Context: an optimization exercise on an open-source flow, tuned for small area, a short achievable clock period and few clock cycles. The choices shown serve that exercise and are no tape-out recipe. The RTL was checked by simulation tests, not by an equivalence proof against the original design. Power and IR drop assume default switching activity.

<file path="design/flow/run.sh">
#!/bin/bash
# synth_recipe.tcl (not shown) runs the flow's synth.tcl, then flattens the netlist and writes it again
# the make line also repeats each setting of config.mk as NAME=value (left out here)
make -C /OpenROAD-flow-scripts/flow DESIGN_CONFIG=/design/flow/config.mk WORK_HOME=/design/flow/orfs CLKGATE_MAP_FILE= SYNTH_SCRIPT=/design/flow/synth_recipe.tcl finish
</file>
<file path="design/flow/constraint.sdc">
create_clock -name core_clock -period 8.0 [get_ports {clk}]
set_input_delay 1.6000 -clock core_clock [delete_from_list [all_inputs] [get_ports {clk}]]
set_output_delay 1.6000 -clock core_clock [all_outputs]
set_load 0.01 [all_outputs]
</file>
<file path="design/flow/config.mk">
export PLATFORM = sky130hd
export DESIGN_NAME = hough_top
export DESIGN_NICKNAME = hough_top
export VERILOG_FILES = /design/flow/design.v
export SDC_FILE = /design/flow/constraint.sdc
export NUM_CORES = 4
export LEC_CHECK = 0
export CAP_MARGIN = 20
export CORE_MARGIN = 2
export CORE_UTILIZATION = 70
export SETUP_SLACK_MARGIN = 5
export SLEW_MARGIN = 20
export TNS_END_PERCENT = 5
</file>
<file path="design/flow/design.v">
package hough_pkg;
   localparam int IMG_DIM         = 10;    
   localparam int MAX_EDGES       = 32;    
   localparam int NUM_RAD_BINS    = 16;    
   localparam int MIN_RADIUS      = 1;
   localparam int MAX_RADIUS      = 6;
   localparam int X_VOTE_MIN      = 2;     
   localparam int Y_VOTE_MIN      = 1;
   localparam int DEFAULT_CENT_LO = 4;     
   localparam int DEFAULT_CENT_HI = 5;
   typedef logic [3:0] coord_t;       
   typedef logic [9:0] row_t;         
   typedef logic [9:0] cent_mask_t;   
   typedef logic [7:0] vote_t;        
   typedef logic [5:0] edge_cnt_t;    
   typedef logic [4:0] edge_idx_t;
   typedef logic [7:0] dist_sq_t;     
   typedef logic [3:0] radius_t;
   typedef logic [5:0] rad_cnt_t;
   typedef logic [7:0] rad_mask_t;    
   localparam coord_t LAST_COORD = coord_t'(IMG_DIM - 1);
   localparam logic [6*(MAX_RADIUS+1)-1:0] RAD_THRESH = {
      6'd13, 6'd12, 6'd10, 6'd8, 6'd4, 6'd4, 6'd0
   };
   typedef struct packed {
      coord_t x;   
      coord_t y;   
   } edge_pt_t;
   typedef struct packed {
      cent_mask_t x_mask;
      cent_mask_t y_mask;
   } cand_t;
   typedef struct packed {
      coord_t    x;
      coord_t    y;
      rad_mask_t rad_mask;
      logic      last;   
   } result_t;
   typedef enum logic [2:0] {
      LOAD, SCAN, PAIR_X, PAIR_Y, MASK, WAIT
   } voter_state_e;
   typedef enum logic [2:0] {
      IDLE, NEXT_CENT, FEED, DRAIN, JUDGE, EMIT
   } rad_state_e;
endpackage
`timescale 1ns/1ps
module radius_voter (
   input  logic        clk,
   input  logic        i_en,     
   input  logic [99:0] i_img,    
   input  logic [9:1]  i_u,      
   input  logic [9:1]  i_v,      
   output logic [6:1]  o_mask    
);
   wire [9:1] u = i_u;
   wire [9:1] v = i_v;
   wire r1_t0 = i_img[1] & v[1];
   wire r1_t1 = i_img[9] & ~v[9];
   wire r1_t2 = i_img[10] & u[1];
   wire r1_t3 = i_img[11] & ((u[1] & v[1]));
   wire r1_t4 = i_img[19] & ((u[1] & ~v[9]));
   wire r1_t5 = i_img[90] & ~u[9];
   wire r1_t6 = i_img[91] & ((~u[9] & v[1]));
   wire r1_t7 = i_img[99] & ((~u[9] & ~v[9]));
   wire r1_s1 = r1_t0 ^ r1_t1 ^ r1_t2;
   wire r1_c2 = (r1_t0 & r1_t1) | (r1_t0 & r1_t2) | (r1_t1 & r1_t2);
   wire r1_s3 = r1_t3 ^ r1_t4 ^ r1_t5;
   wire r1_c4 = (r1_t3 & r1_t4) | (r1_t3 & r1_t5) | (r1_t4 & r1_t5);
   wire r1_s5 = r1_s1 ^ r1_s3 ^ r1_t6;
   wire r1_c6 = (r1_s1 & r1_s3) | (r1_s1 & r1_t6) | (r1_s3 & r1_t6);
   wire r1_s7 = r1_c6 ^ r1_c2 ^ r1_c4;
   wire r1_c8 = (r1_c6 & r1_c2) | (r1_c6 & r1_c4) | (r1_c2 & r1_c4);
   wire r1_ge = ((1'b1 & 1'b0) | ((1'b1 | 1'b0) & ((r1_c8 & 1'b1) | ((r1_c8 | 1'b1) & ((r1_s7 & 1'b0) | ((r1_s7 | 1'b0) & ((r1_s5 & r1_t7) | ((r1_s5 | r1_t7) & 1'b0))))))));
   logic r1_q;
   assign o_mask[1] = r1_q;
   wire r2g0_t0 = i_img[2] & v[2];
   wire r2g0_t1 = i_img[8] & ~v[8];
   wire r2g0_t2 = i_img[12] & ((u[1] & v[2]));
   wire r2g0_t3 = i_img[18] & ((u[1] & ~v[8]));
   wire r2g0_t4 = i_img[20] & u[2];
   wire r2g0_t5 = i_img[21] & ((u[2] & v[1]));
   wire r2g0_s1 = r2g0_t0 ^ r2g0_t1 ^ r2g0_t2;
   wire r2g0_c2 = (r2g0_t0 & r2g0_t1) | (r2g0_t0 & r2g0_t2) | (r2g0_t1 & r2g0_t2);
   wire r2g0_s3 = r2g0_t3 ^ r2g0_t4 ^ r2g0_t5;
   wire r2g0_c4 = (r2g0_t3 & r2g0_t4) | (r2g0_t3 & r2g0_t5) | (r2g0_t4 & r2g0_t5);
   wire [2:0] r2g0_n = {1'b0, r2g0_c2, r2g0_s1} + {1'b0, r2g0_c4, r2g0_s3};
   logic [2:0] r2g0_q;
   wire r2g1_t0 = i_img[22] & ((u[2] & v[2]));
   wire r2g1_t1 = i_img[28] & ((u[2] & ~v[8]));
   wire r2g1_t2 = i_img[29] & ((u[2] & ~v[9]));
   wire r2g1_t3 = i_img[80] & ~u[8];
   wire r2g1_t4 = i_img[81] & ((~u[8] & v[1]));
   wire r2g1_s1 = r2g1_t0 ^ r2g1_t1 ^ r2g1_t2;
   wire r2g1_c2 = (r2g1_t0 & r2g1_t1) | (r2g1_t0 & r2g1_t2) | (r2g1_t1 & r2g1_t2);
   wire r2g1_s3 = r2g1_s1 ^ r2g1_t3 ^ r2g1_t4;
   wire r2g1_c4 = (r2g1_s1 & r2g1_t3) | (r2g1_s1 & r2g1_t4) | (r2g1_t3 & r2g1_t4);
   wire [2:0] r2g1_n = {1'b0, r2g1_c4, r2g1_s3} + {1'b0, r2g1_c2, 1'b0};
   logic [2:0] r2g1_q;
   wire r2g2_t0 = i_img[82] & ((~u[8] & v[2]));
   wire r2g2_t1 = i_img[88] & ((~u[8] & ~v[8]));
   wire r2g2_t2 = i_img[89] & ((~u[8] & ~v[9]));
   wire r2g2_t3 = i_img[92] & ((~u[9] & v[2]));
   wire r2g2_t4 = i_img[98] & ((~u[9] & ~v[8]));
   wire r2g2_s1 = r2g2_t0 ^ r2g2_t1 ^ r2g2_t2;
   wire r2g2_c2 = (r2g2_t0 & r2g2_t1) | (r2g2_t0 & r2g2_t2) | (r2g2_t1 & r2g2_t2);
   wire r2g2_s3 = r2g2_s1 ^ r2g2_t3 ^ r2g2_t4;
   wire r2g2_c4 = (r2g2_s1 & r2g2_t3) | (r2g2_s1 & r2g2_t4) | (r2g2_t3 & r2g2_t4);
   wire [2:0] r2g2_n = {1'b0, r2g2_c4, r2g2_s3} + {1'b0, r2g2_c2, 1'b0};
   logic [2:0] r2g2_q;
   wire r2z_s1 = r2g0_q[0] ^ r2g1_q[0] ^ r2g2_q[0];
   wire r2z_c2 = (r2g0_q[0] & r2g1_q[0]) | (r2g0_q[0] & r2g2_q[0]) | (r2g1_q[0] & r2g2_q[0]);
   wire r2z_s3 = r2g0_q[1] ^ r2g1_q[1] ^ r2g2_q[1];
   wire r2z_c4 = (r2g0_q[1] & r2g1_q[1]) | (r2g0_q[1] & r2g2_q[1]) | (r2g1_q[1] & r2g2_q[1]);
   wire r2z_s5 = r2g0_q[2] ^ r2g1_q[2] ^ r2g2_q[2];
   wire r2z_c6 = (r2g0_q[2] & r2g1_q[2]) | (r2g0_q[2] & r2g2_q[2]) | (r2g1_q[2] & r2g2_q[2]);
   wire r2z_s7 = r2z_c4 ^ r2z_s5 ^ 1'b1;
   wire r2z_c8 = (r2z_c4 & r2z_s5) | (r2z_c4 & 1'b1) | (r2z_s5 & 1'b1);
   wire r2z_s9 = r2z_c8 ^ r2z_c6 ^ 1'b1;
   wire r2z_c10 = (r2z_c8 & r2z_c6) | (r2z_c8 & 1'b1) | (r2z_c6 & 1'b1);
   assign o_mask[2] = ((1'b1 & 1'b0) | ((1'b1 | 1'b0) & ((r2z_c10 & 1'b1) | ((r2z_c10 | 1'b1) & ((r2z_s9 & 1'b0) | ((r2z_s9 | 1'b0) & ((r2z_s7 & 1'b0) | ((r2z_s7 | 1'b0) & ((r2z_c2 & r2z_s3) | ((r2z_c2 | r2z_s3) & ((r2z_s1 & 1'b0) | ((r2z_s1 | 1'b0) & 1'b0))))))))))));
   wire r3g0_t0 = i_img[3] & v[3];
   wire r3g0_t1 = i_img[7] & ~v[7];
   wire r3g0_t2 = i_img[13] & ((u[1] & v[3]));
   wire r3g0_t3 = i_img[17] & ((u[1] & ~v[7]));
   wire r3g0_t4 = i_img[23] & ((u[2] & v[3]));
   wire r3g0_t5 = i_img[27] & ((u[2] & ~v[7]));
   wire r3g0_t6 = i_img[30] & u[3];
   wire r3g0_s1 = r3g0_t0 ^ r3g0_t1 ^ r3g0_t2;
   wire r3g0_c2 = (r3g0_t0 & r3g0_t1) | (r3g0_t0 & r3g0_t2) | (r3g0_t1 & r3g0_t2);
   wire r3g0_s3 = r3g0_t3 ^ r3g0_t4 ^ r3g0_t5;
   wire r3g0_c4 = (r3g0_t3 & r3g0_t4) | (r3g0_t3 & r3g0_t5) | (r3g0_t4 & r3g0_t5);
   wire r3g0_s5 = r3g0_s1 ^ r3g0_s3 ^ r3g0_t6;
   wire r3g0_c6 = (r3g0_s1 & r3g0_s3) | (r3g0_s1 & r3g0_t6) | (r3g0_s3 & r3g0_t6);
   wire r3g0_s7 = r3g0_c6 ^ r3g0_c2 ^ r3g0_c4;
   wire r3g0_c8 = (r3g0_c6 & r3g0_c2) | (r3g0_c6 & r3g0_c4) | (r3g0_c2 & r3g0_c4);
   wire [3:0] r3g0_n = {1'b0, r3g0_c8, r3g0_s7, r3g0_s5} + {1'b0, 1'b0, 1'b0, 1'b0};
   logic [2:0] r3g0_q;
   wire r3g1_t0 = i_img[31] & ((u[3] & v[1]));
   wire r3g1_t1 = i_img[32] & ((u[3] & v[2]));
   wire r3g1_t2 = i_img[38] & ((u[3] & ~v[8]));
   wire r3g1_t3 = i_img[39] & ((u[3] & ~v[9]));
   wire r3g1_t4 = i_img[70] & ~u[7];
   wire r3g1_t5 = i_img[71] & ((~u[7] & v[1]));
   wire r3g1_t6 = i_img[72] & ((~u[7] & v[2]));
   wire r3g1_s1 = r3g1_t0 ^ r3g1_t1 ^ r3g1_t2;
   wire r3g1_c2 = (r3g1_t0 & r3g1_t1) | (r3g1_t0 & r3g1_t2) | (r3g1_t1 & r3g1_t2);
   wire r3g1_s3 = r3g1_t3 ^ r3g1_t4 ^ r3g1_t5;
   wire r3g1_c4 = (r3g1_t3 & r3g1_t4) | (r3g1_t3 & r3g1_t5) | (r3g1_t4 & r3g1_t5);
   wire r3g1_s5 = r3g1_s1 ^ r3g1_s3 ^ r3g1_t6;
   wire r3g1_c6 = (r3g1_s1 & r3g1_s3) | (r3g1_s1 & r3g1_t6) | (r3g1_s3 & r3g1_t6);
   wire r3g1_s7 = r3g1_c6 ^ r3g1_c2 ^ r3g1_c4;
   wire r3g1_c8 = (r3g1_c6 & r3g1_c2) | (r3g1_c6 & r3g1_c4) | (r3g1_c2 & r3g1_c4);
   wire [3:0] r3g1_n = {1'b0, r3g1_c8, r3g1_s7, r3g1_s5} + {1'b0, 1'b0, 1'b0, 1'b0};
   logic [2:0] r3g1_q;
   wire r3g2_t0 = i_img[78] & ((~u[7] & ~v[8]));
   wire r3g2_t1 = i_img[79] & ((~u[7] & ~v[9]));
   wire r3g2_t2 = i_img[83] & ((~u[8] & v[3]));
   wire r3g2_t3 = i_img[87] & ((~u[8] & ~v[7]));
   wire r3g2_t4 = i_img[93] & ((~u[9] & v[3]));
   wire r3g2_t5 = i_img[97] & ((~u[9] & ~v[7]));
   wire r3g2_s1 = r3g2_t0 ^ r3g2_t1 ^ r3g2_t2;
   wire r3g2_c2 = (r3g2_t0 & r3g2_t1) | (r3g2_t0 & r3g2_t2) | (r3g2_t1 & r3g2_t2);
   wire r3g2_s3 = r3g2_t3 ^ r3g2_t4 ^ r3g2_t5;
   wire r3g2_c4 = (r3g2_t3 & r3g2_t4) | (r3g2_t3 & r3g2_t5) | (r3g2_t4 & r3g2_t5);
   wire [2:0] r3g2_n = {1'b0, r3g2_c2, r3g2_s1} + {1'b0, r3g2_c4, r3g2_s3};
   logic [2:0] r3g2_q;
   wire r3z_s1 = r3g0_q[0] ^ r3g1_q[0] ^ r3g2_q[0];
   wire r3z_c2 = (r3g0_q[0] & r3g1_q[0]) | (r3g0_q[0] & r3g2_q[0]) | (r3g1_q[0] & r3g2_q[0]);
   wire r3z_s3 = r3g0_q[1] ^ r3g1_q[1] ^ r3g2_q[1];
   wire r3z_c4 = (r3g0_q[1] & r3g1_q[1]) | (r3g0_q[1] & r3g2_q[1]) | (r3g1_q[1] & r3g2_q[1]);
   wire r3z_s5 = r3g0_q[2] ^ r3g1_q[2] ^ r3g2_q[2];
   wire r3z_c6 = (r3g0_q[2] & r3g1_q[2]) | (r3g0_q[2] & r3g2_q[2]) | (r3g1_q[2] & r3g2_q[2]);
   assign o_mask[3] = ((1'b1 & 1'b0) | ((1'b1 | 1'b0) & ((1'b1 & 1'b0) | ((1'b1 | 1'b0) & ((r3z_c6 & 1'b1) | ((r3z_c6 | 1'b1) & ((r3z_c4 & r3z_s5) | ((r3z_c4 | r3z_s5) & ((r3z_c2 & r3z_s3) | ((r3z_c2 | r3z_s3) & ((r3z_s1 & 1'b0) | ((r3z_s1 | 1'b0) & 1'b0))))))))))));
   wire r4g0_t0 = i_img[4] & v[4];
   wire r4g0_t1 = i_img[6] & ~v[6];
   wire r4g0_t2 = i_img[14] & ((u[1] & v[4]));
   wire r4g0_t3 = i_img[16] & ((u[1] & ~v[6]));
   wire r4g0_t4 = i_img[24] & ((u[2] & v[4]));
   wire r4g0_t5 = i_img[26] & ((u[2] & ~v[6]));
   wire r4g0_s1 = r4g0_t0 ^ r4g0_t1 ^ r4g0_t2;
   wire r4g0_c2 = (r4g0_t0 & r4g0_t1) | (r4g0_t0 & r4g0_t2) | (r4g0_t1 & r4g0_t2);
   wire r4g0_s3 = r4g0_t3 ^ r4g0_t4 ^ r4g0_t5;
   wire r4g0_c4 = (r4g0_t3 & r4g0_t4) | (r4g0_t3 & r4g0_t5) | (r4g0_t4 & r4g0_t5);
   wire [2:0] r4g0_n = {1'b0, r4g0_c2, r4g0_s1} + {1'b0, r4g0_c4, r4g0_s3};
   logic [2:0] r4g0_q;
   wire r4g1_t0 = i_img[33] & ((u[3] & v[3]));
   wire r4g1_t1 = i_img[37] & ((u[3] & ~v[7]));
   wire r4g1_t2 = i_img[40] & u[4];
   wire r4g1_t3 = i_img[41] & ((u[4] & v[1]));
   wire r4g1_t4 = i_img[42] & ((u[4] & v[2]));
   wire r4g1_t5 = i_img[48] & ((u[4] & ~v[8]));
   wire r4g1_s1 = r4g1_t0 ^ r4g1_t1 ^ r4g1_t2;
   wire r4g1_c2 = (r4g1_t0 & r4g1_t1) | (r4g1_t0 & r4g1_t2) | (r4g1_t1 & r4g1_t2);
   wire r4g1_s3 = r4g1_t3 ^ r4g1_t4 ^ r4g1_t5;
   wire r4g1_c4 = (r4g1_t3 & r4g1_t4) | (r4g1_t3 & r4g1_t5) | (r4g1_t4 & r4g1_t5);
   wire [2:0] r4g1_n = {1'b0, r4g1_c2, r4g1_s1} + {1'b0, r4g1_c4, r4g1_s3};
   logic [2:0] r4g1_q;
   wire r4g2_t0 = i_img[49] & ((u[4] & ~v[9]));
   wire r4g2_t1 = i_img[60] & ~u[6];
   wire r4g2_t2 = i_img[61] & ((~u[6] & v[1]));
   wire r4g2_t3 = i_img[62] & ((~u[6] & v[2]));
   wire r4g2_t4 = i_img[68] & ((~u[6] & ~v[8]));
   wire r4g2_t5 = i_img[69] & ((~u[6] & ~v[9]));
   wire r4g2_s1 = r4g2_t0 ^ r4g2_t1 ^ r4g2_t2;
   wire r4g2_c2 = (r4g2_t0 & r4g2_t1) | (r4g2_t0 & r4g2_t2) | (r4g2_t1 & r4g2_t2);
   wire r4g2_s3 = r4g2_t3 ^ r4g2_t4 ^ r4g2_t5;
   wire r4g2_c4 = (r4g2_t3 & r4g2_t4) | (r4g2_t3 & r4g2_t5) | (r4g2_t4 & r4g2_t5);
   wire [2:0] r4g2_n = {1'b0, r4g2_c2, r4g2_s1} + {1'b0, r4g2_c4, r4g2_s3};
   logic [2:0] r4g2_q;
   wire r4g3_t0 = i_img[73] & ((~u[7] & v[3]));
   wire r4g3_t1 = i_img[77] & ((~u[7] & ~v[7]));
   wire r4g3_t2 = i_img[84] & ((~u[8] & v[4]));
   wire r4g3_t3 = i_img[86] & ((~u[8] & ~v[6]));
   wire r4g3_t4 = i_img[94] & ((~u[9] & v[4]));
   wire r4g3_t5 = i_img[96] & ((~u[9] & ~v[6]));
   wire r4g3_s1 = r4g3_t0 ^ r4g3_t1 ^ r4g3_t2;
   wire r4g3_c2 = (r4g3_t0 & r4g3_t1) | (r4g3_t0 & r4g3_t2) | (r4g3_t1 & r4g3_t2);
   wire r4g3_s3 = r4g3_t3 ^ r4g3_t4 ^ r4g3_t5;
   wire r4g3_c4 = (r4g3_t3 & r4g3_t4) | (r4g3_t3 & r4g3_t5) | (r4g3_t4 & r4g3_t5);
   wire [2:0] r4g3_n = {1'b0, r4g3_c2, r4g3_s1} + {1'b0, r4g3_c4, r4g3_s3};
   logic [2:0] r4g3_q;
   wire r4z_s1 = r4g0_q[0] ^ r4g1_q[0] ^ r4g2_q[0];
   wire r4z_c2 = (r4g0_q[0] & r4g1_q[0]) | (r4g0_q[0] & r4g2_q[0]) | (r4g1_q[0] & r4g2_q[0]);
   wire r4z_s3 = r4g0_q[1] ^ r4g1_q[1] ^ r4g2_q[1];
   wire r4z_c4 = (r4g0_q[1] & r4g1_q[1]) | (r4g0_q[1] & r4g2_q[1]) | (r4g1_q[1] & r4g2_q[1]);
   wire r4z_s5 = r4g0_q[2] ^ r4g1_q[2] ^ r4g2_q[2];
   wire r4z_c6 = (r4g0_q[2] & r4g1_q[2]) | (r4g0_q[2] & r4g2_q[2]) | (r4g1_q[2] & r4g2_q[2]);
   wire r4z_s7 = r4z_c2 ^ r4z_s3 ^ r4g3_q[1];
   wire r4z_c8 = (r4z_c2 & r4z_s3) | (r4z_c2 & r4g3_q[1]) | (r4z_s3 & r4g3_q[1]);
   wire r4z_s9 = r4z_c4 ^ r4z_s5 ^ r4g3_q[2];
   wire r4z_c10 = (r4z_c4 & r4z_s5) | (r4z_c4 & r4g3_q[2]) | (r4z_s5 & r4g3_q[2]);
   wire r4z_s11 = r4z_c8 ^ r4z_s9 ^ 1'b1;
   wire r4z_c12 = (r4z_c8 & r4z_s9) | (r4z_c8 & 1'b1) | (r4z_s9 & 1'b1);
   wire r4z_s13 = r4z_c12 ^ r4z_c10 ^ r4z_c6;
   wire r4z_c14 = (r4z_c12 & r4z_c10) | (r4z_c12 & r4z_c6) | (r4z_c10 & r4z_c6);
   assign o_mask[4] = ((1'b1 & 1'b0) | ((1'b1 | 1'b0) & ((r4z_c14 & 1'b1) | ((r4z_c14 | 1'b1) & ((r4z_s13 & 1'b0) | ((r4z_s13 | 1'b0) & ((r4z_s11 & 1'b0) | ((r4z_s11 | 1'b0) & ((r4z_s7 & 1'b1) | ((r4z_s7 | 1'b1) & ((r4z_s1 & r4g3_q[0]) | ((r4z_s1 | r4g3_q[0]) & 1'b0))))))))))));
   wire r5g0_t0 = i_img[5];
   wire r5g0_t1 = i_img[15] & u[1];
   wire r5g0_t2 = i_img[25] & u[2];
   wire r5g0_t3 = i_img[34] & ((u[3] & v[4]));
   wire r5g0_t4 = i_img[35] & u[3];
   wire r5g0_t5 = i_img[36] & ((u[3] & ~v[6]));
   wire r5g0_t6 = i_img[43] & ((u[4] & v[3]));
   wire r5g0_s1 = r5g0_t0 ^ r5g0_t1 ^ r5g0_t2;
   wire r5g0_c2 = (r5g0_t0 & r5g0_t1) | (r5g0_t0 & r5g0_t2) | (r5g0_t1 & r5g0_t2);
   wire r5g0_s3 = r5g0_t3 ^ r5g0_t4 ^ r5g0_t5;
   wire r5g0_c4 = (r5g0_t3 & r5g0_t4) | (r5g0_t3 & r5g0_t5) | (r5g0_t4 & r5g0_t5);
   wire r5g0_s5 = r5g0_s1 ^ r5g0_s3 ^ r5g0_t6;
   wire r5g0_c6 = (r5g0_s1 & r5g0_s3) | (r5g0_s1 & r5g0_t6) | (r5g0_s3 & r5g0_t6);
   wire r5g0_s7 = r5g0_c6 ^ r5g0_c2 ^ r5g0_c4;
   wire r5g0_c8 = (r5g0_c6 & r5g0_c2) | (r5g0_c6 & r5g0_c4) | (r5g0_c2 & r5g0_c4);
   wire [3:0] r5g0_n = {1'b0, r5g0_c8, r5g0_s7, r5g0_s5} + {1'b0, 1'b0, 1'b0, 1'b0};
   logic [2:0] r5g0_q;
   wire r5g1_t0 = i_img[44] & ((u[4] & v[4]));
   wire r5g1_t1 = i_img[46] & ((u[4] & ~v[6]));
   wire r5g1_t2 = i_img[47] & ((u[4] & ~v[7]));
   wire r5g1_t3 = i_img[50];
   wire r5g1_t4 = i_img[51] & v[1];
   wire r5g1_t5 = i_img[52] & v[2];
   wire r5g1_t6 = i_img[53] & v[3];
   wire r5g1_s1 = r5g1_t0 ^ r5g1_t1 ^ r5g1_t2;
   wire r5g1_c2 = (r5g1_t0 & r5g1_t1) | (r5g1_t0 & r5g1_t2) | (r5g1_t1 & r5g1_t2);
   wire r5g1_s3 = r5g1_t3 ^ r5g1_t4 ^ r5g1_t5;
   wire r5g1_c4 = (r5g1_t3 & r5g1_t4) | (r5g1_t3 & r5g1_t5) | (r5g1_t4 & r5g1_t5);
   wire r5g1_s5 = r5g1_s1 ^ r5g1_s3 ^ r5g1_t6;
   wire r5g1_c6 = (r5g1_s1 & r5g1_s3) | (r5g1_s1 & r5g1_t6) | (r5g1_s3 & r5g1_t6);
   wire r5g1_s7 = r5g1_c6 ^ r5g1_c2 ^ r5g1_c4;
   wire r5g1_c8 = (r5g1_c6 & r5g1_c2) | (r5g1_c6 & r5g1_c4) | (r5g1_c2 & r5g1_c4);
   wire [3:0] r5g1_n = {1'b0, r5g1_c8, r5g1_s7, r5g1_s5} + {1'b0, 1'b0, 1'b0, 1'b0};
   logic [2:0] r5g1_q;
   wire r5g2_t0 = i_img[57] & ~v[7];
   wire r5g2_t1 = i_img[58] & ~v[8];
   wire r5g2_t2 = i_img[59] & ~v[9];
   wire r5g2_t3 = i_img[63] & ((~u[6] & v[3]));
   wire r5g2_t4 = i_img[64] & ((~u[6] & v[4]));
   wire r5g2_t5 = i_img[66] & ((~u[6] & ~v[6]));
   wire r5g2_s1 = r5g2_t0 ^ r5g2_t1 ^ r5g2_t2;
   wire r5g2_c2 = (r5g2_t0 & r5g2_t1) | (r5g2_t0 & r5g2_t2) | (r5g2_t1 & r5g2_t2);
   wire r5g2_s3 = r5g2_t3 ^ r5g2_t4 ^ r5g2_t5;
   wire r5g2_c4 = (r5g2_t3 & r5g2_t4) | (r5g2_t3 & r5g2_t5) | (r5g2_t4 & r5g2_t5);
   wire [2:0] r5g2_n = {1'b0, r5g2_c2, r5g2_s1} + {1'b0, r5g2_c4, r5g2_s3};
   logic [2:0] r5g2_q;
   wire r5g3_t0 = i_img[67] & ((~u[6] & ~v[7]));
   wire r5g3_t1 = i_img[74] & ((~u[7] & v[4]));
   wire r5g3_t2 = i_img[75] & ~u[7];
   wire r5g3_t3 = i_img[76] & ((~u[7] & ~v[6]));
   wire r5g3_t4 = i_img[85] & ~u[8];
   wire r5g3_t5 = i_img[95] & ~u[9];
   wire r5g3_s1 = r5g3_t0 ^ r5g3_t1 ^ r5g3_t2;
   wire r5g3_c2 = (r5g3_t0 & r5g3_t1) | (r5g3_t0 & r5g3_t2) | (r5g3_t1 & r5g3_t2);
   wire r5g3_s3 = r5g3_t3 ^ r5g3_t4 ^ r5g3_t5;
   wire r5g3_c4 = (r5g3_t3 & r5g3_t4) | (r5g3_t3 & r5g3_t5) | (r5g3_t4 & r5g3_t5);
   wire [2:0] r5g3_n = {1'b0, r5g3_c2, r5g3_s1} + {1'b0, r5g3_c4, r5g3_s3};
   logic [2:0] r5g3_q;
   wire r5z_s1 = r5g0_q[0] ^ r5g1_q[0] ^ r5g2_q[0];
   wire r5z_c2 = (r5g0_q[0] & r5g1_q[0]) | (r5g0_q[0] & r5g2_q[0]) | (r5g1_q[0] & r5g2_q[0]);
   wire r5z_s3 = r5g0_q[1] ^ r5g1_q[1] ^ r5g2_q[1];
   wire r5z_c4 = (r5g0_q[1] & r5g1_q[1]) | (r5g0_q[1] & r5g2_q[1]) | (r5g1_q[1] & r5g2_q[1]);
   wire r5z_s5 = r5g0_q[2] ^ r5g1_q[2] ^ r5g2_q[2];
   wire r5z_c6 = (r5g0_q[2] & r5g1_q[2]) | (r5g0_q[2] & r5g2_q[2]) | (r5g1_q[2] & r5g2_q[2]);
   wire r5z_s7 = r5z_c2 ^ r5z_s3 ^ r5g3_q[1];
   wire r5z_c8 = (r5z_c2 & r5z_s3) | (r5z_c2 & r5g3_q[1]) | (r5z_s3 & r5g3_q[1]);
   wire r5z_s9 = r5z_c4 ^ r5z_s5 ^ r5g3_q[2];
   wire r5z_c10 = (r5z_c4 & r5z_s5) | (r5z_c4 & r5g3_q[2]) | (r5z_s5 & r5g3_q[2]);
   wire r5z_s11 = r5z_c8 ^ r5z_s9 ^ 1'b1;
   wire r5z_c12 = (r5z_c8 & r5z_s9) | (r5z_c8 & 1'b1) | (r5z_s9 & 1'b1);
   wire r5z_s13 = r5z_c12 ^ r5z_c10 ^ r5z_c6;
   wire r5z_c14 = (r5z_c12 & r5z_c10) | (r5z_c12 & r5z_c6) | (r5z_c10 & r5z_c6);
   assign o_mask[5] = ((1'b1 & 1'b0) | ((1'b1 | 1'b0) & ((r5z_c14 & 1'b1) | ((r5z_c14 | 1'b1) & ((r5z_s13 & 1'b0) | ((r5z_s13 | 1'b0) & ((r5z_s11 & 1'b0) | ((r5z_s11 | 1'b0) & ((r5z_s7 & 1'b0) | ((r5z_s7 | 1'b0) & ((r5z_s1 & r5g3_q[0]) | ((r5z_s1 | r5g3_q[0]) & 1'b0))))))))))));
   wire r6g0_t0 = i_img[4] & ~v[4];
   wire r6g0_t1 = i_img[6] & v[6];
   wire r6g0_t2 = i_img[14] & ((u[1] & ~v[4]));
   wire r6g0_t3 = i_img[16] & ((u[1] & v[6]));
   wire r6g0_t4 = i_img[24] & ((u[2] & ~v[4]));
   wire r6g0_t5 = i_img[26] & ((u[2] & v[6]));
   wire r6g0_t6 = i_img[34] & ((u[3] & ~v[4]));
   wire r6g0_s1 = r6g0_t0 ^ r6g0_t1 ^ r6g0_t2;
   wire r6g0_c2 = (r6g0_t0 & r6g0_t1) | (r6g0_t0 & r6g0_t2) | (r6g0_t1 & r6g0_t2);
   wire r6g0_s3 = r6g0_t3 ^ r6g0_t4 ^ r6g0_t5;
   wire r6g0_c4 = (r6g0_t3 & r6g0_t4) | (r6g0_t3 & r6g0_t5) | (r6g0_t4 & r6g0_t5);
   wire r6g0_s5 = r6g0_s1 ^ r6g0_s3 ^ r6g0_t6;
   wire r6g0_c6 = (r6g0_s1 & r6g0_s3) | (r6g0_s1 & r6g0_t6) | (r6g0_s3 & r6g0_t6);
   wire r6g0_s7 = r6g0_c6 ^ r6g0_c2 ^ r6g0_c4;
   wire r6g0_c8 = (r6g0_c6 & r6g0_c2) | (r6g0_c6 & r6g0_c4) | (r6g0_c2 & r6g0_c4);
   wire [3:0] r6g0_n = {1'b0, r6g0_c8, r6g0_s7, r6g0_s5} + {1'b0, 1'b0, 1'b0, 1'b0};
   logic [2:0] r6g0_q;
   wire r6g1_t0 = i_img[36] & ((u[3] & v[6]));
   wire r6g1_t1 = i_img[40] & ~u[4];
   wire r6g1_t2 = i_img[41] & ((~u[4] & v[1]));
   wire r6g1_t3 = i_img[42] & ((~u[4] & v[2]));
   wire r6g1_t4 = i_img[43] & ((~u[4] & v[3]));
   wire r6g1_t5 = i_img[45] & u[4];
   wire r6g1_t6 = i_img[47] & ((~u[4] & ~v[7]));
   wire r6g1_s1 = r6g1_t0 ^ r6g1_t1 ^ r6g1_t2;
   wire r6g1_c2 = (r6g1_t0 & r6g1_t1) | (r6g1_t0 & r6g1_t2) | (r6g1_t1 & r6g1_t2);
   wire r6g1_s3 = r6g1_t3 ^ r6g1_t4 ^ r6g1_t5;
   wire r6g1_c4 = (r6g1_t3 & r6g1_t4) | (r6g1_t3 & r6g1_t5) | (r6g1_t4 & r6g1_t5);
   wire r6g1_s5 = r6g1_s1 ^ r6g1_s3 ^ r6g1_t6;
   wire r6g1_c6 = (r6g1_s1 & r6g1_s3) | (r6g1_s1 & r6g1_t6) | (r6g1_s3 & r6g1_t6);
   wire r6g1_s7 = r6g1_c6 ^ r6g1_c2 ^ r6g1_c4;
   wire r6g1_c8 = (r6g1_c6 & r6g1_c2) | (r6g1_c6 & r6g1_c4) | (r6g1_c2 & r6g1_c4);
   wire [3:0] r6g1_n = {1'b0, r6g1_c8, r6g1_s7, r6g1_s5} + {1'b0, 1'b0, 1'b0, 1'b0};
   logic [2:0] r6g1_q;
   wire r6g2_t0 = i_img[48] & ((~u[4] & ~v[8]));
   wire r6g2_t1 = i_img[49] & ((~u[4] & ~v[9]));
   wire r6g2_t2 = i_img[54] & v[4];
   wire r6g2_t3 = i_img[56] & ~v[6];
   wire r6g2_t4 = i_img[60] & u[6];
   wire r6g2_t5 = i_img[61] & ((u[6] & v[1]));
   wire r6g2_s1 = r6g2_t0 ^ r6g2_t1 ^ r6g2_t2;
   wire r6g2_c2 = (r6g2_t0 & r6g2_t1) | (r6g2_t0 & r6g2_t2) | (r6g2_t1 & r6g2_t2);
   wire r6g2_s3 = r6g2_t3 ^ r6g2_t4 ^ r6g2_t5;
   wire r6g2_c4 = (r6g2_t3 & r6g2_t4) | (r6g2_t3 & r6g2_t5) | (r6g2_t4 & r6g2_t5);
   wire [2:0] r6g2_n = {1'b0, r6g2_c2, r6g2_s1} + {1'b0, r6g2_c4, r6g2_s3};
   logic [2:0] r6g2_q;
   wire r6g3_t0 = i_img[62] & ((u[6] & v[2]));
   wire r6g3_t1 = i_img[63] & ((u[6] & v[3]));
   wire r6g3_t2 = i_img[65] & ~u[6];
   wire r6g3_t3 = i_img[67] & ((u[6] & ~v[7]));
   wire r6g3_t4 = i_img[68] & ((u[6] & ~v[8]));
   wire r6g3_t5 = i_img[69] & ((u[6] & ~v[9]));
   wire r6g3_s1 = r6g3_t0 ^ r6g3_t1 ^ r6g3_t2;
   wire r6g3_c2 = (r6g3_t0 & r6g3_t1) | (r6g3_t0 & r6g3_t2) | (r6g3_t1 & r6g3_t2);
   wire r6g3_s3 = r6g3_t3 ^ r6g3_t4 ^ r6g3_t5;
   wire r6g3_c4 = (r6g3_t3 & r6g3_t4) | (r6g3_t3 & r6g3_t5) | (r6g3_t4 & r6g3_t5);
   wire [2:0] r6g3_n = {1'b0, r6g3_c2, r6g3_s1} + {1'b0, r6g3_c4, r6g3_s3};
   logic [2:0] r6g3_q;
   wire r6g4_t0 = i_img[74] & ((~u[7] & ~v[4]));
   wire r6g4_t1 = i_img[76] & ((~u[7] & v[6]));
   wire r6g4_t2 = i_img[84] & ((~u[8] & ~v[4]));
   wire r6g4_t3 = i_img[86] & ((~u[8] & v[6]));
   wire r6g4_t4 = i_img[94] & ((~u[9] & ~v[4]));
   wire r6g4_t5 = i_img[96] & ((~u[9] & v[6]));
   wire r6g4_s1 = r6g4_t0 ^ r6g4_t1 ^ r6g4_t2;
   wire r6g4_c2 = (r6g4_t0 & r6g4_t1) | (r6g4_t0 & r6g4_t2) | (r6g4_t1 & r6g4_t2);
   wire r6g4_s3 = r6g4_t3 ^ r6g4_t4 ^ r6g4_t5;
   wire r6g4_c4 = (r6g4_t3 & r6g4_t4) | (r6g4_t3 & r6g4_t5) | (r6g4_t4 & r6g4_t5);
   wire [2:0] r6g4_n = {1'b0, r6g4_c2, r6g4_s1} + {1'b0, r6g4_c4, r6g4_s3};
   logic [2:0] r6g4_q;
   wire r6z_s1 = r6g0_q[0] ^ r6g1_q[0] ^ r6g2_q[0];
   wire r6z_c2 = (r6g0_q[0] & r6g1_q[0]) | (r6g0_q[0] & r6g2_q[0]) | (r6g1_q[0] & r6g2_q[0]);
   wire r6z_s3 = r6g3_q[0] ^ r6g4_q[0] ^ 1'b1;
   wire r6z_c4 = (r6g3_q[0] & r6g4_q[0]) | (r6g3_q[0] & 1'b1) | (r6g4_q[0] & 1'b1);
   wire r6z_s5 = r6g0_q[1] ^ r6g1_q[1] ^ r6g2_q[1];
   wire r6z_c6 = (r6g0_q[1] & r6g1_q[1]) | (r6g0_q[1] & r6g2_q[1]) | (r6g1_q[1] & r6g2_q[1]);
   wire r6z_s7 = r6g3_q[1] ^ r6g4_q[1] ^ 1'b1;
   wire r6z_c8 = (r6g3_q[1] & r6g4_q[1]) | (r6g3_q[1] & 1'b1) | (r6g4_q[1] & 1'b1);
   wire r6z_s9 = r6g0_q[2] ^ r6g1_q[2] ^ r6g2_q[2];
   wire r6z_c10 = (r6g0_q[2] & r6g1_q[2]) | (r6g0_q[2] & r6g2_q[2]) | (r6g1_q[2] & r6g2_q[2]);
   wire r6z_s11 = r6z_c2 ^ r6z_c4 ^ r6z_s5;
   wire r6z_c12 = (r6z_c2 & r6z_c4) | (r6z_c2 & r6z_s5) | (r6z_c4 & r6z_s5);
   wire r6z_s13 = r6z_c6 ^ r6z_c8 ^ r6z_s9;
   wire r6z_c14 = (r6z_c6 & r6z_c8) | (r6z_c6 & r6z_s9) | (r6z_c8 & r6z_s9);
   wire r6z_s15 = r6z_c12 ^ r6z_s13 ^ r6g3_q[2];
   wire r6z_c16 = (r6z_c12 & r6z_s13) | (r6z_c12 & r6g3_q[2]) | (r6z_s13 & r6g3_q[2]);
   wire r6z_s17 = r6z_c16 ^ r6z_c14 ^ r6z_c10;
   wire r6z_c18 = (r6z_c16 & r6z_c14) | (r6z_c16 & r6z_c10) | (r6z_c14 & r6z_c10);
   assign o_mask[6] = ((1'b1 & 1'b0) | ((1'b1 | 1'b0) & ((r6z_c18 & 1'b1) | ((r6z_c18 | 1'b1) & ((r6z_s17 & 1'b0) | ((r6z_s17 | 1'b0) & ((r6z_s15 & r6g4_q[2]) | ((r6z_s15 | r6g4_q[2]) & ((r6z_s11 & r6z_s7) | ((r6z_s11 | r6z_s7) & ((r6z_s1 & r6z_s3) | ((r6z_s1 | r6z_s3) & 1'b0))))))))))));
   always_ff @(posedge clk) begin
      if (i_en) begin
         r1_q <= r1_ge;
         r2g0_q <= r2g0_n[2:0];
         r2g1_q <= r2g1_n[2:0];
         r2g2_q <= r2g2_n[2:0];
         r3g0_q <= r3g0_n[2:0];
         r3g1_q <= r3g1_n[2:0];
         r3g2_q <= r3g2_n[2:0];
         r4g0_q <= r4g0_n[2:0];
         r4g1_q <= r4g1_n[2:0];
         r4g2_q <= r4g2_n[2:0];
         r4g3_q <= r4g3_n[2:0];
         r5g0_q <= r5g0_n[2:0];
         r5g1_q <= r5g1_n[2:0];
         r5g2_q <= r5g2_n[2:0];
         r5g3_q <= r5g3_n[2:0];
         r6g0_q <= r6g0_n[2:0];
         r6g1_q <= r6g1_n[2:0];
         r6g2_q <= r6g2_n[2:0];
         r6g3_q <= r6g3_n[2:0];
         r6g4_q <= r6g4_n[2:0];
      end
   end
endmodule
`timescale 1ns/1ps
module hough_top (
   input  logic                clk,
   input  logic                i_rst_n,
   input  logic                i_row_valid,
   input  hough_pkg::row_t     i_row,
   output logic                o_row_ready,
   output logic                o_res_valid,
   output hough_pkg::result_t  o_res,
   input  logic                i_res_ready
);
   logic [9:0] a_q [10];      
   logic [3:0] rcnt_q;        
   logic       afull_q;       
   logic       vld1_q;        
   logic [3:0] vrow;          
   logic       bvalid_q;      
   logic       take;
   logic       xfer;
   logic       blast;         
   assign xfer        = afull_q && (!bvalid_q || blast);
   assign o_row_ready = !afull_q || !bvalid_q;
   assign take        = i_row_valid && o_row_ready;
   always_ff @(posedge clk or negedge i_rst_n) begin
      if (!i_rst_n) begin
         rcnt_q  <= '0;
         afull_q <= 1'b0;
         vld1_q  <= 1'b0;
      end else begin
         vld1_q <= take;
         if (xfer) begin
            rcnt_q  <= take ? 4'd1 : 4'd0;
            afull_q <= 1'b0;
         end else if (take) begin
            rcnt_q  <= rcnt_q + 4'd1;
            afull_q <= (rcnt_q == 4'd9);
         end
      end
   end
   always_ff @(posedge clk) begin
      if (take) begin
         for (int i = 0; i < 9; i++) a_q[i] <= a_q[i+1];
         a_q[9] <= i_row;
      end
   end
   logic [1:0] xv_q [10];     
   logic [1:0] yv_q [1:9];    
   logic [2:0] xinc [10];
   logic [1:0] yinc [1:5];
   logic       first;
   function automatic logic [2:0] tadd(input logic [2:0] a, input logic [2:0] b);
      tadd[0] = a[0] | b[0];
      tadd[1] = a[1] | b[1] | (a[0] & b[0]);
      tadd[2] = a[2] | b[2] | (a[1] & b[0]) | (a[0] & b[1]);
   endfunction
   function automatic logic [2:0] tcnt10(input logic [9:0] m);
      logic [2:0] l1 [5];
      logic [2:0] l2 [3];
      for (int k = 0; k < 5; k++)
         l1[k] = {1'b0, m[2*k] & m[2*k+1], m[2*k] | m[2*k+1]};
      l2[0] = tadd(l1[0], l1[1]);
      l2[1] = tadd(l1[2], l1[3]);
      l2[2] = l1[4];
      tcnt10 = tadd(tadd(l2[0], l2[1]), l2[2]);
   endfunction
   assign vrow  = rcnt_q - 4'd1;    
   assign first = (rcnt_q == 4'd1);
   logic [9:0] xpairs [10];
   always_comb begin
      int n;
      for (int c = 0; c < 10; c++) begin
         xpairs[c] = '0;
         n = 0;
         for (int a = 0; a < 9; a++)
            for (int b = a + 1; b < 10; b++)
               if (((a + b) >> 1) == c) begin
                  xpairs[c][n] = a_q[9][a] & a_q[9][b];
                  n = n + 1;
               end
         xinc[c] = tcnt10(xpairs[c]);
      end
   end
   logic [2:0] ym1, ym2;
   always_comb begin
      for (int e = 1; e <= 5; e++) begin
         ym1 = (rcnt_q >= 4'(2*e)) ? tcnt10(a_q[9] & a_q[9-(2*e-1)]) : 3'd0;
         ym2 = (e < 5 && rcnt_q >= 4'(2*e+1)) ? tcnt10(a_q[9] & a_q[(9-2*e) < 0 ? 0 : 9-2*e]) : 3'd0;
         yinc[e] = tadd(ym1, ym2);
      end
   end
   logic [1:0] xv_n [10];
   logic [1:0] yv_n [1:9];
   logic [2:0] xo, xs_;
   logic [1:0] yo;
   always_comb begin
      for (int c = 0; c < 10; c++) begin
         xo      = first ? 3'd0 : {xv_q[c] == 2'd3, xv_q[c][1], xv_q[c] != 2'd0};
         xs_     = tadd(xo, xinc[c]);
         xv_n[c] = {xs_[1], xs_[2] | (xs_[0] & !xs_[1])};
      end
      for (int e = 1; e <= 9; e++) begin
         yo = (first || e == 1) ? 2'd0 : yv_q[e-1];
         if (e <= 5) begin
            yv_n[e][0] = yo[0] | yinc[e][0];
            yv_n[e][1] = yo[1] | yinc[e][1] | (yo[0] & yinc[e][0]);
         end else begin
            yv_n[e] = yo;
         end
      end
   end
   always_ff @(posedge clk) begin
      if (vld1_q) begin
         for (int c = 0; c < 10; c++) xv_q[c] <= xv_n[c];
         for (int e = 1; e <= 9; e++)  yv_q[e] <= yv_n[e];
      end
   end
   logic       v2_q;          
   logic       v2first_q;     
   logic [3:0] v2row_q;       
   logic [9:0] r2_q;          
   logic [3:0] pop_q;         
   logic [5:0] room_q;        
   logic [3:0] prow_q;        
   logic [9:0] pcol_q;        
   logic       cutok_q;       
   logic [3:0] pop1;
   logic [5:0] proom;
   logic [5:0] pleft;         
   logic       pcross;
   logic [2:0] plo [5];       
   logic [2:0] psu [5:9];     
   logic [3:0] room4_q;       
   logic [3:0] r4;            
   logic [3:0] pdrop;         
   logic [5:0] tr;            
   logic [4:0] ld;            
   logic [9:0] kc;
   function automatic logic [3:0] pop10(input logic [9:0] b);
      logic s0, c0, s1, c1, s2, c2, t0, d0, u1, f1, e0, g1, h;
      s0 = b[0] ^ b[1] ^ b[2];  c0 = (b[0] & b[1]) | (b[0] & b[2]) | (b[1] & b[2]);
      s1 = b[3] ^ b[4] ^ b[5];  c1 = (b[3] & b[4]) | (b[3] & b[5]) | (b[4] & b[5]);
      s2 = b[6] ^ b[7] ^ b[8];  c2 = (b[6] & b[7]) | (b[6] & b[8]) | (b[7] & b[8]);
      t0 = s0 ^ s1 ^ s2;        d0 = (s0 & s1) | (s0 & s2) | (s1 & s2);
      pop10[0] = t0 ^ b[9];     e0 = t0 & b[9];
      u1 = c0 ^ c1 ^ c2;        f1 = (c0 & c1) | (c0 & c2) | (c1 & c2);
      pop10[1] = u1 ^ d0 ^ e0;  g1 = (u1 & d0) | (u1 & e0) | (d0 & e0);
      pop10[2] = f1 ^ g1;       h  = f1 & g1;
      pop10[3] = h;
   endfunction
   assign pop1 = pop10(a_q[9]);
   function automatic logic [2:0] pc5(input logic [4:0] b);
      logic s1, c1, c2;
      s1 = b[0] ^ b[1] ^ b[2];  c1 = (b[0] & b[1]) | (b[0] & b[2]) | (b[1] & b[2]);
      pc5[0] = s1 ^ b[3] ^ b[4];
      c2 = (s1 & b[3]) | (s1 & b[4]) | (b[3] & b[4]);
      pc5[1] = c1 ^ c2;
      pc5[2] = c1 & c2;
   endfunction
   always_comb begin
      proom  = v2first_q ? 6'd32 : room_q;
      pleft  = proom - {2'd0, pop_q};
      pcross = (proom != 6'd0) && ({2'd0, pop_q} >= proom);
      plo[0] = pc5({4'd0, r2_q[0]});
      plo[1] = pc5({3'd0, r2_q[1:0]});
      plo[2] = pc5({2'd0, r2_q[2:0]});
      plo[3] = pc5({1'd0, r2_q[3:0]});
      plo[4] = pc5(r2_q[4:0]);
      psu[5] = pc5({1'd0, r2_q[9:6]});
      psu[6] = pc5({2'd0, r2_q[9:7]});
      psu[7] = pc5({3'd0, r2_q[9:8]});
      psu[8] = pc5({4'd0, r2_q[9]});
      psu[9] = 3'd0;
      r4    = v2first_q ? 4'd15 : room4_q;
      pdrop = pop_q - r4;
      for (int k = 0; k < 6; k++) tr[k] = r4 >= 4'(k);
      for (int k = 0; k < 5; k++) ld[k] = pdrop <= 4'(k);
      for (int j = 0; j < 5; j++) kc[j] = tr[plo[j]];
      for (int j = 5; j < 10; j++) kc[j] = ld[psu[j]];
   end
   always_ff @(posedge clk or negedge i_rst_n) begin
      if (!i_rst_n) v2_q <= 1'b0;
      else          v2_q <= vld1_q;
   end
   always_ff @(posedge clk) begin
      if (vld1_q) begin
         v2first_q <= first;
         v2row_q   <= vrow;
         r2_q      <= a_q[9];
         pop_q     <= pop1;
      end
      if (v2_q) begin
         room_q  <= pcross ? 6'd0 : pleft;
         room4_q <= pcross ? 4'd0 : ((pleft > 6'd15) ? 4'd15 : pleft[3:0]);
         if (v2first_q) prow_q <= 4'd15;
         if (pcross) begin
            prow_q <= v2row_q;
            pcol_q <= kc;
         end
         if (v2first_q)                                        cutok_q <= 1'b0;
         else if (v2row_q == 4'd9)                             cutok_q <= 1'b1;
         else if (v2row_q == 4'd8 && !pcross && pleft > 6'd10) cutok_q <= 1'b1;
         else if (v2row_q == 4'd7 && !pcross && pleft > 6'd20) cutok_q <= 1'b1;
      end
   end
   logic [9:0] b_q [10];
   logic       mpend_q;       
   logic       cutpend_q;     
   logic       bmv_q;         
   logic       used_q;        
   logic [9:0] bxm_q;         
   logic [9:0] bym_q;         
   logic [3:0] bcx_q;
   logic [3:0] bcy_q;
   logic [9:0] xm_c;
   logic [9:0] ym_c;
   logic       xstep;
   logic       ystep;
   logic       bready;
   logic       sload;
   always_comb begin
      for (int c = 0; c < 10; c++) xm_c[c] = (xv_q[c] == 2'd3);
      for (int c = 0; c < 9; c++)  ym_c[c] = yv_q[9-c][1];
      ym_c[9] = 1'b0;
      if (xm_c == '0) xm_c = 10'h030;
      if (ym_c == '0) ym_c = 10'h030;
   end
   assign xstep  = bvalid_q && bmv_q && !cutpend_q && (!bxm_q[0] || used_q);
   assign ystep  = bvalid_q && bmv_q && !cutpend_q && !bym_q[0];
   assign bready = bvalid_q && bmv_q && !cutpend_q && bxm_q[0] && bym_q[0] && !used_q;
   assign blast  = sload && (bxm_q[9:1] == '0);
   always_ff @(posedge clk or negedge i_rst_n) begin
      if (!i_rst_n) begin
         bvalid_q <= 1'b0;
         mpend_q  <= 1'b0;
         cutpend_q <= 1'b0;
         bmv_q    <= 1'b0;
         used_q   <= 1'b0;
      end else begin
         mpend_q <= xfer && vld1_q;    
         if (xfer) cutpend_q <= !cutok_q;
         else      cutpend_q <= cutpend_q && !cutok_q;
         if (xfer) begin
            bvalid_q <= 1'b1;
            bmv_q    <= !vld1_q;
            used_q   <= 1'b0;
         end else begin
            if (mpend_q) bmv_q <= 1'b1;
            if (sload) begin
               if (bxm_q[9:1] == '0) bvalid_q <= 1'b0;
               else                  used_q   <= 1'b1;
            end else if (xstep) begin
               used_q <= 1'b0;
            end
         end
      end
   end
   always_ff @(posedge clk) begin
      if (xfer) begin
         bcx_q <= '0;
         bcy_q <= '0;
         for (int i = 0; i < 10; i++)
            for (int j = 0; j < 10; j++)
               b_q[i][j] <= a_q[i][j] &    
                            ((4'(i) < prow_q) || ((4'(i) == prow_q) && pcol_q[j]));
         if (!vld1_q) begin
            bxm_q <= xm_c;
            bym_q <= ym_c;
         end
      end else begin
         if (mpend_q) begin
            bxm_q <= xm_c;
            bym_q <= ym_c;
         end
         if (cutpend_q)
            for (int i = 8; i < 10; i++)
               for (int j = 0; j < 10; j++)
                  b_q[i][j] <= b_q[i][j] &
                               ((4'(i) < prow_q) || ((4'(i) == prow_q) && pcol_q[j]));
         if (xstep) begin
            bcx_q <= bcx_q + 4'd1;
            bxm_q <= bxm_q >> 1;
         end
         if (ystep) begin
            bcy_q <= bcy_q + 4'd1;
            bym_q <= bym_q >> 1;
         end
         if (xstep || ystep)
            for (int i = 0; i < 10; i++)
               for (int j = 0; j < 10; j++)
                  b_q[i][j] <= b_q[(i + (ystep ? 1 : 0)) % 10][(j + (xstep ? 1 : 0)) % 10];
      end
   end
   logic [9:0] s_q [10];
   logic       svalid_q;
   logic [9:0] sym_q;         
   logic [3:0] scx_q;
   logic [3:0] scy_q;
   logic       slastx_q;      
   logic       sfinal;
   logic       sfinal_q;      
   logic       kvalid_q;      
   logic       stall;
   logic       adv;
   logic [99:0] s_flat;
   logic [9:1] u;             
   logic [9:1] v;             
   logic [6:1] rmask;
   assign stall  = kvalid_q;
   assign adv    = !stall;
   assign sfinal = sfinal_q;
   assign sload  = bready && (!svalid_q || (sfinal && adv));
   always_ff @(posedge clk or negedge i_rst_n) begin
      if (!i_rst_n) begin
         svalid_q <= 1'b0;
      end else begin
         if (sload)                       svalid_q <= 1'b1;
         else if (svalid_q && adv && sfinal) svalid_q <= 1'b0;
      end
   end
   always_ff @(posedge clk) begin
      if (sload) begin
         for (int i = 0; i < 10; i++) s_q[i] <= b_q[i];
         sym_q    <= bym_q;
         sfinal_q <= (bym_q[9:1] == '0);
         scx_q    <= bcx_q;
         for (int k = 1; k < 10; k++) begin
            u[k] <= ({1'b0, bcy_q} + 5'(k)) <= 5'd9;
            v[k] <= ({1'b0, bcx_q} + 5'(k)) <= 5'd9;
         end
         scy_q    <= bcy_q;
         slastx_q <= (bxm_q[9:1] == '0);
      end else if (svalid_q && adv) begin
         for (int i = 0; i < 10; i++) s_q[i] <= s_q[(i + 1) % 10];
         sym_q    <= sym_q >> 1;
         sfinal_q <= (sym_q[9:2] == '0);
         scy_q <= scy_q + 4'd1;
         u     <= {1'b0, u[9:2]};
      end
   end
   always_comb begin
      for (int i = 0; i < 10; i++)
         for (int j = 0; j < 10; j++) s_flat[10*i + j] = s_q[i][j];
   end
   radius_voter u_judge (
      .clk    (clk),
      .i_en   (adv),
      .i_img  (s_flat),
      .i_u    (u),
      .i_v    (v),
      .o_mask (rmask)
   );
   logic       pvalid_q;
   logic [3:0] pcx_q;
   logic [3:0] pcy_q;
   logic       plast_q;
   logic [14:0] pres;
   logic [14:0] kres_q;
   logic [14:0] ores_q;
   logic               offer;
   logic               ofree;
   assign pres  = {pcx_q, pcy_q, rmask, plast_q};
   assign o_res = {ores_q[14:7], 1'b0, ores_q[6:1], 1'b0, ores_q[0]};
   assign offer = pvalid_q && adv;
   assign ofree = !o_res_valid || i_res_ready;
   always_ff @(posedge clk or negedge i_rst_n) begin
      if (!i_rst_n) begin
         pvalid_q    <= 1'b0;
         o_res_valid <= 1'b0;
         kvalid_q    <= 1'b0;
      end else begin
         if (adv) pvalid_q <= svalid_q && sym_q[0];
         if (ofree) begin
            o_res_valid <= kvalid_q || offer;
            kvalid_q    <= 1'b0;
         end else if (offer) begin
            kvalid_q    <= 1'b1;
         end
      end
   end
   always_ff @(posedge clk) begin
      if (adv) begin
         pcx_q   <= scx_q;
         pcy_q   <= scy_q;
         plast_q <= slastx_q && sfinal;
      end
      if (ofree) ores_q <= kvalid_q ? kres_q : pres;
      if (!kvalid_q) kres_q <= pres;
   end
endmodule
</file>
==> impl_metrics.json, run 1 <==
{
  "status": "timing/DRC/antenna clean",
  "drtPass1Iterations": 9,
  "path_max_fanout": 1,
  "crit_chain": "clkdlybuf4s50_1",
  "worst_path_max_delay_cell": "clkdlybuf4s50_1",
  "peakVddDrop_mv": 0.323,
  "hold_viol": 0,
  "p_leak_nw": 13.1,
  "fp.coreArea_um2": 43300,
  "timing.final.crit_share": 0.389,
  "slowest_delay_ns": 0.54,
  "dp_hpwl_um": 59800,
  "finalSetupViolCount": 0,
  "drive_above_1_share": 0.0622,
  "synthDistinctLibCells": 88,
  "worst_skew_pair.late_latency_ns": 0.63,
  "gp_congestion": 0.934,
  "min-delay-path-class": "flip-flop to flip-flop",
  "ys_seq_area_frac": 0.528,
  "worst_ep_required_time_ns": 6.40,
  "yosys.area.top_type": "edfxtp_1",
  "startpoint": "ores_q[1]$_DFFE_PN_",
  "min_period_ns": 3.11,
  "yosys_warnings": 54,
  "hold_end": "pcx_q[0]$_DFFE_PN_",
  "arrival_ns": 1.51,
  "min_from": "scx_q[0]$_DFFE_PP_",
  "r2r-end": "bxm_q[4]$_DFFE_PP_",
  "antenna_left": 0,
  "synthFlopType": "edfxtp_1",
  "vias_per_cell": 6.87,
  "wl_per_cell_um": 25.3,
  "root_buffer": "clkbuf_16",
  "cts_max_path_buffers": 3,
  "routed_wirelength_um": 87700,
  "synth_cells": 2886,
  "start_util": 0.712,
  "core.rowCount": 76,
  "fmax_mhz": 321,
  "holdBufCountCts": 0,
  "area_growth_syn_to_layout_pct": 8.71,
  "yosys-top-cells-area": "edfxtp_1 (50%), nand2_1 (7.6%), fa_1 (6.4%)",
  "drv_slew": 0,
  "synth_area_per_cell_um2": 10.7,
  "path_delay_family": "buffers and inverters",
  "setup_tns_ns": 0,
  "antenna_found_initial": 3,
  "nets": 3022,
  "grt_max_degree": 108,
  "vias": 23800,
  "die_area_um2": 45700,
  "yosys_register_bits": 552,
  "syn_area_um2": 30800,
  "cp-end-kind": "primary output",
  "max_slew_margin": 0.222,
  "grtUsageTotal": 0.393,
  "grt-ovfl-total": 0,
  "final_cells": 3464,
  "die_w_um": 214,
  "grt_pass1_wl_um": 134000,
  "h-tree-depth": 2,
  "skew_ns": 0.0210,
  "drt_iter0_markers": 3205,
  "rr_worst_depth": 7,
  "clkSinkCount": 552,
  "cp_num_buf_inv": 1,
  "synthArstFlopShare": 0.0290,
  "cts_tree": "built",
  "die_y_um": 214,
  "num_antenna_cells": 0,
  "drv_cap": 0,
  "rsz0062_at_grt": "true",
  "hold_slack_ns": 0.420,
  "min_path_cells": 0,
  "worstMarginPinSlew_ns": 1.17,
  "start_kind": "flip-flop",
  "grt_pass1_vias": 23000,
  "route.detailed.drc": 0,
  "cts_buffers": 56,
  "crit-reg2reg-launch": "kvalid_q$_DFFE_PN0P_",
  "dpl.cell_count": 3350,
  "critPathKind": "flip-flop to primary output",
  "synth.most_common_cell": "nand2_1",
  "io_buffers": 30,
  "yosys-top-cells-count": "nand2_1 (621), edfxtp_1 (513), o21ai_0 (146), a21oi_1 (124), inv_1 (123)",
  "synth_top_cell_area_share": 0.500,
  "clkTransAtPathRegs_ns": 0.06,
  "r2r_slack_ns": 4.93,
  "synth-edff-count": 513,
  "p_per_area_nw_per_um2": 452,
  "io_pins": 33
}
[kinds of logic (layout without fill, tap and decap cells)]
family	count (synthesis)	in the layout	synth area share
adders and majority gates	184	184	0.0981
buffers and inverters	312	302	0.0406
AOI/OAI and AO/OA	631	632	0.138
and+or+nand+nor	1110	1111	0.164
other	1	2	0.000122
DFF	552	552	0.528
muxes	71	71	0.0236
xor gates and xnor gates	25	25	0.00711
[flip-flops by register name (all words and copies together), names as in the netlist, 13 cells and up]
register / count
xv_q: 20
ores_q: 15
a_q: 100
kres_q: 15
b_q: 100
yv_q: 13
s_q: 100
[power by group]
group          leakage, nW  switching (mW)  internal (mW)
Clock                0.945            1.11           1.68
Sequential            5.40            1.21           5.07
Combinational         6.79            3.81           2.25
[layout make-up]
type	instances	area (um2)
flip-flops and latches	552	16300
multi-input cells	2025	13400
fillers	2816	9790
clock buffers	78	1570
well taps	585	732
repair buffers	74	668
inverters	125	472
clock inverters	25	375
[worst max path at each step]
stage,endpoint,slack [ns],cells past startpoint
after floorplan,rcnt_q[3]$_DFFE_PN0P_,4.94,5
after CTS,o_res[2],4.85,1
after detailed placement,b_q[8][1]$_DFFE_PP_,4.14,8
final,o_res[2],4.89,1
after global routing,ores_q[4]$_DFFE_PN_,4.81,9
after global placement,b_q[9][3]$_DFFE_PP_,3.89,6
[cells in the final DEF, fill, tap and decap left out, types with 57 or more instances in the layout]
| cell | netlist | routed |
|---|---|---|
| nand2_1 | 621 | 619 |
| edfxtp_1 | 513 | 513 |
| o21ai_0 | 146 | 145 |
| inv_1 | 123 | 122 |
| a21oi_1 | 124 | 122 |
| nand3_1 | 120 | 120 |
| nor2_1 | 121 | 119 |
| fa_1 | 99 | 99 |
| ha_1 | 75 | 75 |
| mux2i_1 | 58 | 58 |
| clkbuf_16 | 0 | 57 |
[repair_timing]
| item | in CTS | in global routing |
|---|---|---|
| setup endpoints to repair | 525 | 367 |
| cloned | 2 | 0 |
| resized for setup | 12 | 7 |
| setup buffers | 9 | 0 |
| pin swaps | 3 | 0 |
[metal layers]
| metal | up-vias | GRT usage | routed length (um) |
|---|---|---|---|
| li1 | 10400 | - | - |
| met1 | 11400 | 0.520 | 31500 |
| met2 | 1640 | 0.617 | 40300 |
| met3 | 339 | 0.0776 | 10000 |
| met4 | 4 | 0.223 | 5860 |
| met5 | - | 0 | 23 |
[through the flow]
stage	total power [mW]	cell area, um2	setup WS [ns]	utilization
after detailed placement	12.1	31400	4.14	0.725
after global placement	11.7	31400	3.89	0.725
after floorplan	10.0	30800	4.94	-
after CTS	15.0	33400	4.85	0.773
after global routing	16.0	33500	4.81	0.774
final	15.1	33500	4.89	0.774
Testbench counts, summed over its fixed seeds: cycles 2,832.
==> run 2: changes to the inputs <==
--- a/design/flow/config.mk
+++ b/design/flow/config.mk
@@ -11,3 +11,2 @@
 export SETUP_SLACK_MARGIN = 5
 export SLEW_MARGIN = 20
-export TNS_END_PERCENT = 5
==> impl_metrics.json, run 2 <==
{
  "status": "timing/DRC/antenna clean",
  "timing.final.crit_share": 0.379,
  "core.rowCount": 76,
  "start_util": 0.712,
  "hold_end": "pcx_q[1]$_DFFE_PN_",
  "synth_top_cell_area_share": 0.500,
  "r2r-end": "ores_q[6]$_DFFE_PN_",
  "clkTransAtPathRegs_ns": 0.06,
  "fin_area_um2": 33700,
  "cts_buffers": 56,
  "critPathKind": "flip-flop to flip-flop",
  "synth-edff-count": 513,
  "antenna_found_initial": 1,
  "die_y_um": 214,
  "worst_ep_required_time_ns": 8.34,
  "min_path_cells": 0,
  "skew_ns": 0.0281,
  "synth_cells": 2886,
  "worstMarginPinSlew_ns": 0.997,
  "dpl.cell_count": 3353,
  "area_growth_syn_to_layout_pct": 9.51,
  "io_pins": 33,
  "reg_top3": "a_q (100), b_q (100), s_q (100)",
  "crit-reg2reg-launch": "u_judge.r6g2_q[2]$_DFFE_PN_",
  "io_buffers": 30,
  "synth.most_common_cell": "nand2_1",
  "drv_slew": 0,
  "yosys-top-cells-area": "edfxtp_1 (50%), nand2_1 (7.6%), fa_1 (6.4%)",
  "grtUsageTotal": 0.388,
  "min_from": "scx_q[1]$_DFFE_PP_",
  "hold_slack_ns": 0.425,
  "yosys-top-cells-count": "nand2_1 (621), edfxtp_1 (513), o21ai_0 (146), a21oi_1 (124), inv_1 (123)",
  "synthFlopType": "edfxtp_1",
  "p_per_area_nw_per_um2": 454,
  "vias_per_cell": 6.85,
  "fmax_mhz": 330,
  "p_leak_nw": 13.3,
  "ys_seq_area_frac": 0.528,
  "synthDistinctLibCells": 88,
  "place_ws_ns": 4.31,
  "rsz0062_at_grt": "true",
  "setup_tns_ns": 0,
  "yosys_warnings": 54,
  "drv_cap": 0,
  "max_slew_margin": 0.335,
  "cp-end-kind": "flip-flop",
  "gp_congestion": 0.965,
  "grt_max_degree": 108,
  "synthArstFlopShare": 0.0290,
  "arrival_ns": 3.37,
  "grt-ovfl-total": 0,
  "yosys.area.top_type": "edfxtp_1",
  "die_w_um": 214,
  "dp_hpwl_um": 60000,
  "grt_pass1_wl_um": 133000,
  "grt_pass1_vias": 22900,
  "drtPass1Iterations": 8,
  "min-delay-path-class": "flip-flop to flip-flop",
  "routed_wirelength_um": 87700,
  "layout_setup_ws_ns": 4.97,
  "root_buffer": "clkbuf_16",
  "hold_viol": 0,
  "fp.coreArea_um2": 43300,
  "cts_tree": "built",
  "drive_above_1_share": 0.0790,
  "final_cell_mix": "nand2_1 (618), edfxtp_1 (513), o21ai_0 (145), a21oi_1 (123), nand3_1 (120)",
  "final_cells": 3484,
  "worst_skew_pair.late_latency_ns": 0.63,
  "start_kind": "flip-flop",
  "mostFrequentLayoutCell": "nand2_1",
  "syn_area_um2": 30800,
  "cts_max_path_buffers": 3,
  "synth_area_per_cell_um2": 10.7,
  "nets": 3038,
  "r2r_slack_ns": 4.97,
  "rr_worst_depth": 8,
  "min_period_ns": 3.03,
  "placed_area_um2": 31400,
  "path_max_fanout": 2,
  "antenna_left": 0,
  "route.detailed.drc": 0,
  "h-tree-depth": 2,
  "yosys_register_bits": 552,
  "finalCoreUtilization": 0.779,
  "wl_per_cell_um": 25.2,
  "drt_iter0_markers": 3564,
  "finalSetupViolCount": 0,
  "die_area_um2": 45700,
  "clkSinkCount": 552,
  "finalPower_mw": 15.3,
  "vias": 23900,
  "peakVddDrop_mv": 0.374
}
==> run 2: critical path: stages (launching register included) <==
cell and delay, ns:
edfxtp_1 0.39, fa_1 0.57, inv_2 0.05, fa_1 0.46, fa_2 0.36, inv_2 0.07, fa_1 0.43, a211oi_2 0.33
a21oi_1 0.09
==> run 2: area by class of cell <==
cell class,instances,area (um2)
Sequential cell,552,16300
Multi-Input combinational cell,2023,13400
Fill cell,2808,9550
Clock buffer,68,1530
Timing Repair Buffer,92,848
Tap cell,585,732
Clock inverter,38,479
Inverter,125,478
Antenna cell,1,2.50
==> run 2: repair_timing <==
action / in CTS / in global routing
endpoints found under the setup margin: 404 / 178
hold buffers: 0 / 0
cloned: 0 / 1
pin swaps: 2 / 9
buffers inserted: 12 / 10
resized for setup: 38 / 27
==> run 2: metal layers <==
layer / track usage / vias up / wire length [um]
li1: - / 10400 / -
met1: 0.507 / 11400 / 31800
met2: 0.619 / 1667 / 40600
met3: 0.0744 / 369 / 9620
met4: 0.210 / 2 / 5700
met5: 0 / - / 13
==> run 2: power breakdown <==
group,internal [mW],switching (mW)
clock network,1.69,1.17
registers,5.07,1.18
logic,2.35,3.85
==> run 2: logic make-up (layout without fill, tap and decap cells) <==
| family | after synthesis | in the layout | share of synthesized area |
|---|---|---|---|
| adder cells (fa/ha/maj) | 184 | 184 | 0.0981 |
| flip-flops | 552 | 552 | 0.528 |
| AND/OR/NAND/NOR | 1110 | 1110 | 0.164 |
| AO/OA/AOI/OAI | 631 | 631 | 0.138 |
| multiplexers | 71 | 71 | 0.0236 |
| XOR/XNOR | 25 | 25 | 0.00711 |
| other | 1 | 3 | 0.000122 |
| buffers and inverters | 312 | 323 | 0.0406 |
==> run 2: worst max-delay path by stage <==
| stage | from | endpoint | slack [ns] | cells after the start |
|---|---|---|---|---|
| 2_1_floorplan | kvalid_q$_DFFE_PN0P_ | s_q[0][0]$_DFFE_PP_ | 4.94 | 3 |
| 3_3_place_gp | i_row_valid | a_q[9][0]$_DFFE_PP_ | 4.35 | 3 |
| 3_5_place_dp | i_row_valid | a_q[9][0]$_DFFE_PP_ | 4.31 | 3 |
| 4_1_cts | bvalid_q$_DFFE_PN0P_ | o_row_ready | 4.93 | 2 |
| 5_1_grt | u_judge.r6g2_q[2]$_DFFE_PN_ | ores_q[6]$_DFFE_PN_ | 4.84 | 8 |
| 6_report | u_judge.r6g2_q[2]$_DFFE_PN_ | ores_q[6]$_DFFE_PN_ | 4.97 | 8 |

what the ideal ports hide:
The results above use ideal ports. As a check the final layouts listed here were re-extracted and re-timed, cells and wires unchanged.
Step 1 assumes that a clkbuf_16 drives the clock port and a buf_2 every other input.
Step 2 moves the port delays by t, midway between the first and last clock arrival at a register: inputs arrive t later, outputs are due t later. That takes back most of the time a late clock gives input paths.
Three values: ideal ports, drivers, drivers and shift; two values: the first two.
run	t, ns	setup slack, ns	worst setup path after step 2	slew at the worst register clock pin (ns)
run 1	0.678	4.886 / 4.824 / 4.386	input to register	0.07 / 0.07
run 2	0.682	4.970 / 4.970 / 4.500	input to register	0.07 / 0.07
After both steps every run listed still meets setup and hold. The setup slack of run 1, which loses most, moves by -0.062 ns with the drivers and by -0.500 ns with both steps.
